What follows belongs to an exercise in optimizing a design on an open flow for small area, a short achievable clock period and few clock cycles per item; a production flow would make more cautious choices.
The RTL was checked by simulation tests, not by an equivalence proof against the original design.
Power is estimated from default activity; no workload was simulated.

==> flow/design.v <==
`default_nettype none
package bus_pkg;
	localparam int WORD_W = 32;
	typedef logic [WORD_W-1:0] word_t;
	localparam int SEL_W = WORD_W / 8;
	localparam logic [SEL_W-1:0] SEL_ALL = '1;
endpackage
`default_nettype wire
`default_nettype none
package isa_pkg;
	localparam int OPC_W = 5;
	localparam int REG_IDX_W = 4;
	localparam int IMM_W = 19;
	typedef logic [REG_IDX_W-1:0] reg_idx_t;
	localparam logic [OPC_W-1:0] OP_LD = 5'd0;
	localparam logic [OPC_W-1:0] OP_LDI = 5'd1;
	localparam logic [OPC_W-1:0] OP_ST = 5'd2;
	localparam logic [OPC_W-1:0] OP_ADD = 5'd3;
	typedef struct packed {
		logic [OPC_W-1:0] opcode;
		reg_idx_t ra;
		reg_idx_t rb;
		logic [IMM_W-1:0] imm;
	} mem_fmt_t;
	typedef struct packed {
		logic [OPC_W-1:0] opcode;
		reg_idx_t ra;
		reg_idx_t rb;
		reg_idx_t rc;
		logic [IMM_W-REG_IDX_W-1:0] unused;
	} reg_fmt_t;
	typedef union packed {
		mem_fmt_t mem_fmt;
		reg_fmt_t reg_fmt;
	} instr_u;
	typedef enum logic [2:0] {
		CLS_NOP, CLS_LOAD, CLS_LOAD_IMM, CLS_STORE, CLS_ADD
	} op_class_e;
endpackage
`default_nettype wire
`timescale 1ns/1ps
`default_nettype none
module cpu_core #(
	parameter int ADDR_W = 9,
	parameter logic [ADDR_W-1:0] RESET_PC = '0
) (
	input wire clk,
	input wire rst_n,
	output logic wb_cyc,
	output logic wb_stb,
	output logic wb_we,
	output logic [ADDR_W-1:0] wb_adr,
	output bus_pkg::word_t wb_dat_o,
	output logic [3:0] wb_sel,
	input wire bus_pkg::word_t wb_dat_i,
	input wire wb_ack
);
	localparam int W = bus_pkg::WORD_W;
	localparam int NR = 16;
	logic run;  
	logic mem_ph;  
	logic fresh;  
	logic [ADDR_W-1:0] pc;
	logic ir_ld, ir_st, ir_ldi, ir_add;
	logic ir_bz;  
	logic [3:0] ir_ra, ir_rb, ir_rx;  
	logic [isa_pkg::IMM_W-1:0] ir_imm;
	logic [NR*W-1:0] rf;
	logic [NR-1:0] rv;
	logic [4:0] opc;
	logic [3:0] ira, irb;
	logic fetch_done;
	logic rf_we;
	bus_pkg::word_t rda, rdb, opb, sum, wdata;
	assign opc = wb_dat_i[31:27];
	assign ira = wb_dat_i[26:23];
	assign irb = wb_dat_i[22:19];
	assign fetch_done = run && wb_ack && !mem_ph;
	always_ff @(posedge clk or negedge rst_n) begin
		if (!rst_n) begin
			run <= 1'b0;
			mem_ph <= 1'b0;
			fresh <= 1'b0;
			pc <= RESET_PC;
		end else begin
			run <= 1'b1;
			fresh <= fetch_done;
			if (run && wb_ack) begin
				if (mem_ph)
					mem_ph <= 1'b0;
				else begin
					mem_ph <= (opc == isa_pkg::OP_LD) || (opc == isa_pkg::OP_ST);
					pc <= pc + 1'b1;
				end
			end
		end
	end
	always_ff @(posedge clk) begin
		if (fetch_done) begin
			ir_ld <= (opc == isa_pkg::OP_LD);
			ir_st <= (opc == isa_pkg::OP_ST);
			ir_ldi <= (opc == isa_pkg::OP_LDI);
			ir_add <= (opc == isa_pkg::OP_ADD);
			ir_bz <= (opc != isa_pkg::OP_ADD) && (irb == 4'd0);
			ir_ra <= ira;
			ir_rb <= irb;
			ir_rx <= (opc == isa_pkg::OP_ADD) ? wb_dat_i[18:15] : ira;
			ir_imm <= wb_dat_i[isa_pkg::IMM_W-1:0];
		end
	end
	assign rda = (rv[ir_rb] && !ir_bz) ? rf[ir_rb*W +: W] : '0;
	assign rdb = rv[ir_rx] ? rf[ir_rx*W +: W] : '0;
	assign opb = ir_add ? rdb : {{(W - isa_pkg::IMM_W){ir_imm[isa_pkg::IMM_W-1]}}, ir_imm};
	assign sum = rda + opb;
	assign rf_we = mem_ph ? (ir_ld && wb_ack) : (fresh && (ir_add || ir_ldi));
	assign wdata = mem_ph ? wb_dat_i : sum;
	always_ff @(posedge clk or negedge rst_n) begin
		if (!rst_n)
			rv <= '0;
		else if (rf_we)
			rv[ir_ra] <= 1'b1;
	end
	for (genvar k = 0; k < NR; k++) begin : g_rf
		always_ff @(posedge clk) begin
			if (rf_we && ir_ra == k)
				rf[k*W +: W] <= wdata;
		end
	end
	assign wb_cyc = run;
	assign wb_stb = run;
	assign wb_we = mem_ph && ir_st;
	assign wb_adr = mem_ph ? sum[ADDR_W-1:0] : pc;
	assign wb_dat_o = rdb;
	assign wb_sel = bus_pkg::SEL_ALL;
endmodule
`default_nettype wire
==> flow/run.sh <==
#!/bin/bash
# synth_recipe.tcl (not shown) runs the flow's synth.tcl, then flattens the netlist and writes it again
# the make line also repeats each setting of config.mk as NAME=value (left out here)
make -C /OpenROAD-flow-scripts/flow DESIGN_CONFIG=/design/flow/config.mk WORK_HOME=/design/flow/orfs CLKGATE_MAP_FILE= SYNTH_SCRIPT=/design/flow/synth_recipe.tcl finish
==> flow/config.mk <==
export PLATFORM = sky130hd
export DESIGN_NAME = cpu_core
export DESIGN_NICKNAME = cpu_core
export VERILOG_FILES = /design/flow/design.v
export SDC_FILE = /design/flow/constraint.sdc
export NUM_CORES = 4
export LEC_CHECK = 0
export CAP_MARGIN = 20
export CORE_MARGIN = 2
export CORE_UTILIZATION = 40
export PLACE_DENSITY = 0.6
export SETUP_SLACK_MARGIN = 0.1
export SLEW_MARGIN = 20
==> flow/constraint.sdc <==
create_clock -name core_clock -period 6.0 [get_ports {clk}]
set_input_delay 1.2000 -clock core_clock [delete_from_list [all_inputs] [get_ports {clk}]]
set_output_delay 1.2000 -clock core_clock [all_outputs]
set_load 0.01 [all_outputs]
==> impl_metrics.csv <==
group,metric,value,unit
timing,fmax,172,MHz
die,initial_core_util,40.2,%
die,dieHeight,272,um
setup_path,critPathArrivalTime,4.63,ns
timing,final_max_slew_viol_count,0,
timing,tightest_slew,1.04,ns
logic_synthesis,synth_enable_flop_cells,548,
global_route,grt_overflow,0,
route,drc,0,
setup_path,crit_chain,"buf_6 > bufbuf_16 > mux4_2 > mux4_2 > nor2b_2 > mux2_2 > ha_4 > and2b_1 > o31a_1 > buf_4 > a21oi_4 > mux2_2 > clkdlybuf4s50_1",
logic_synthesis,synthCells,1556,
job,cap_violations,0,
power,peakVddDrop,0.184,mV
setup_path,criticalPathCategory,"reg2out",
logic_synthesis,syn_avg_cell_area,18.4,um^2
logic_synthesis,synthArstFlopShare,4.86,%
logic_synthesis,synth_top_cell_by_area,"edfxtp_1",
global_route,antenna_found_initial,0,
placement,placedCellCount,2576,
logic_synthesis,yosysSeqAreaShare,59.9,%
timing,finalHoldViolCount,0,
clock_tree,clk_latency,0.61,ns
timing,finalSetupViolations,0,
logic_synthesis,yosysTopAreaCellShare,57.5,%
setup_path,critPathSlowestCell,"mux4_2",
global_route,grt_pass1_vias,17200,
timing,finalCritPeriodShare,97.2,%
setup_path,crit_required,4.80,ns
logic_synthesis,yosysMostFrequentCell,"edfxtp_1",
clock_tree,cts-htree-levels,3,
logic_synthesis,ys_top_cells_by_count,"edfxtp_1, mux4_2, nand2_1",
power,cellPowerDensity,308,nW/um^2
logic_synthesis,synthFlopType,"edfxtp_1",
timing,min_period,5.83,ns
setup_path,end_kind,"output port",
global_route,grt_pass1_wl,119000,um
clock_tree,cts_root_buf,"clkbuf_16",
clock_tree,clk_pin_slew_worst_paths,0.06,ns
power,power.total,0.0103,W
global_route,grt_usage,22.4,%
die,core_area,71200,um^2
setup_path,crit_family,"multiplexers",
logic_synthesis,synth_area,28600,um^2
clock_tree,cts_hold_buf,0,
die,num_rows,98,
route,first_iter_violations,1608,
timing,whs,0.498,ns
timing,slew_headroom,30.7,%
logic_synthesis,post_synth_num_cell_types,65,
route,wl_per_cell,30.0,um
route,dr.pass1.iters,5,
die,die_area,73800,um^2
min_path,hold_class,"reg2reg",
logic_synthesis,synth_seq_cells,576,
cells_and_area,area_delta_synth_final,17.1,%
clock_tree,cts.sinks,576,
setup_path,cp_num_buf_inv,4,
clock_tree,clockBufferDepth,3,
cells_and_area,final_nets,1784,
power,leakage,11.1,nW
global_route,grt_max_degree,80,
timing,final.setup.tns,0,ns
timing,rsz0062_at_grt,"true",
placement,dpl.hpwl,48300,um
placement,place_congestion,0.830,
route,num_vias,16500,
logic_synthesis,synth_area_leaders,"edfxtp_1, mux4_2, dfrtp_1, ha_1, nor2b_1",
cells_and_area,drive_gt1_share,34.8,%
outcome,outcome,"timing/DRC/antenna clean",
setup_path,slowest_delay,0.53,ns
die,fp.dieW,272,um
setup_path,worstPathMaxFanout,9,
placement,dp_slack,0.287,ns
placement,io_buffers,78,
route,postRouteAntennaNets,0,
logic_synthesis,yosysWarningCount,1,
clock_tree,cts_buffers,66,
cells_and_area,final_cells,2714,
route,finalWirelength,81500,um
setup_path,critPathLaunchType,"flop",
route,viasPerCell,6.08,
timing,layout_setup_ws,0.170,ns
clock_tree,cts_tree,"yes",
timing,fin_worst_skew,0.0246,ns
die,ios,83,
==> layer usage <==
layer	GRT usage (%)	routed length (um)	share of wire (%)
met1	31.0	33800	42
met2	36.0	39400	48
met3	3.99	5920	7.3
met4	7.88	2350	2.9
met5	0	0	0
==> timing repair <==
item | CTS | global route
resized for setup | 16 | 14
cloned | 2 | 0
setup buffers | 12 | 2
pin swaps | 3 | 5
endpoints found under the setup margin | 4 | 21
==> worst paths after layout <==
check                      slack [ns]                  to  depth (start not counted)          startpoint
setup / recovery                 0.17           wb_adr[4]                         13  ir_rx[0]$_DFFE_PP_
hold / removal                   0.50   rv[7]$_DFFE_PN0P_                          1   rv[7]$_DFFE_PN0P_
setup reg to reg                 0.46   rf[346]$_DFFE_PP_                         18  ir_rx[0]$_DFFE_PP_
hold reg to reg                  0.50   rv[7]$_DFFE_PN0P_                          1   rv[7]$_DFFE_PN0P_
max in group asynchronous        4.68   rv[5]$_DFFE_PN0P_                          2               rst_n
min in group asynchronous        1.01  mem_ph$_DFFE_PN0P_                          2               rst_n
==> worst register-to-register path: stages (launching register included) <==
cell and delay [ns]:
edfxtp_1 0.42, buf_4 0.25, mux4_2 0.52, mux2i_1 0.15, mux2_4 0.23, buf_4 0.27
buf_4 0.41, nor2b_1 0.18, mux2_2 0.30, ha_1 0.39, inv_1 0.13, o221ai_1 0.21
a21oi_1 0.30, nor2_1 0.15, nor4_2 0.48, o21ai_0 0.26, nor4b_1 0.32, a211oi_1 0.10
buf_4 0.21
==> cell families after synthesis <==
kind of cell,Yosys count,synth area share [%]
flip-flops,576,59.9
multiplexers,368,27.3
AND/OR/NAND/NOR,271,4.72
AO/OA/AOI/OAI,144,3.38
buffers and inverters,128,2.11
adder cells (fa/ha/maj),38,1.69
XOR/XNOR,30,0.917
other,1,0.0131
==> through the flow <==
stage / instance area [um^2] / util [%]
3_5_place_dp: 31000 / 43.6
6_report: 33500 / 47.1
2_1_floorplan: 28700 / -
4_1_cts: 33400 / 46.9
3_3_place_gp: 31000 / 43.6
5_1_grt: 33500 / 47.1
==> state kept, by name, indices dropped and copies added (netlist names) <==
register / count
rf: 512
ir_imm: 19
rv: 16
pc: 9
ir_ra: 4
ir_rb: 4
ir_rx: 4
fresh: 1
ir_add: 1
ir_bz: 1
ir_ld: 1
ir_ldi: 1
ir_st: 1
mem_ph: 1
run: 1
==> cell usage in the layout (no fill, tap or decap), drive strengths merged, types with 19 or more instances in the layout <==
master,count
ha,37
edfxtp,548
inv,22
a21o,19
mux2,35
clkdlybuf4s50,74
dfrtp,28
a21oi,31
clkbuf,87
clkinv,23
nand2,91
xnor2,22
nor2b,64
buf,110
nor2,50
mux4,326
o21ai,42
==> report_power, final <==
group | switching, W | internal [W] | leakage [nW]
logic | 0.000834 | 0.000629 | 4.68
clock network | 0.00163 | 0.00244 | 1.05
registers | 0.0000771 | 0.00471 | 5.33
==> layout make-up <==
cell class	instances	area (um^2)
Fill cell	5886	37700
Multi-Input combinational cell	856	11100
Inverter	21	78.8
Antenna cell	1	2.50
Clock buffer	86	1810
Sequential cell	576	17200
Timing Repair Buffer	190	1820
Clock inverter	34	360
Tap cell	950	1190
Testbench counts, summed over its fixed seeds: cycles 7,551, instrs 3,072.

[re-timing with driven ports]
In the flow no input, the clock included, has a driving cell. The finished layout below was timed again as built, in two steps. Step 1, drivers: a clkbuf_16 drives clk and a buf_2 each remaining input, both assumed. Step 2 also shifts input and output timing later by t, the mid clock arrival at the registers, as if the neighbouring blocks saw the same clock. Three values: no drivers, after step 1, after step 2; two values: the first two.
t, ns: 0.659
setup slack, ns: 0.170 / 0.105 / 0.457
worst setup path at the end: register to register
worst data-port slew with drivers (ns): 0.04
After both steps setup and hold are still met in this run. For this run, drivers alone change the setup slack by -0.065 ns; drivers and shift together by +0.287 ns.
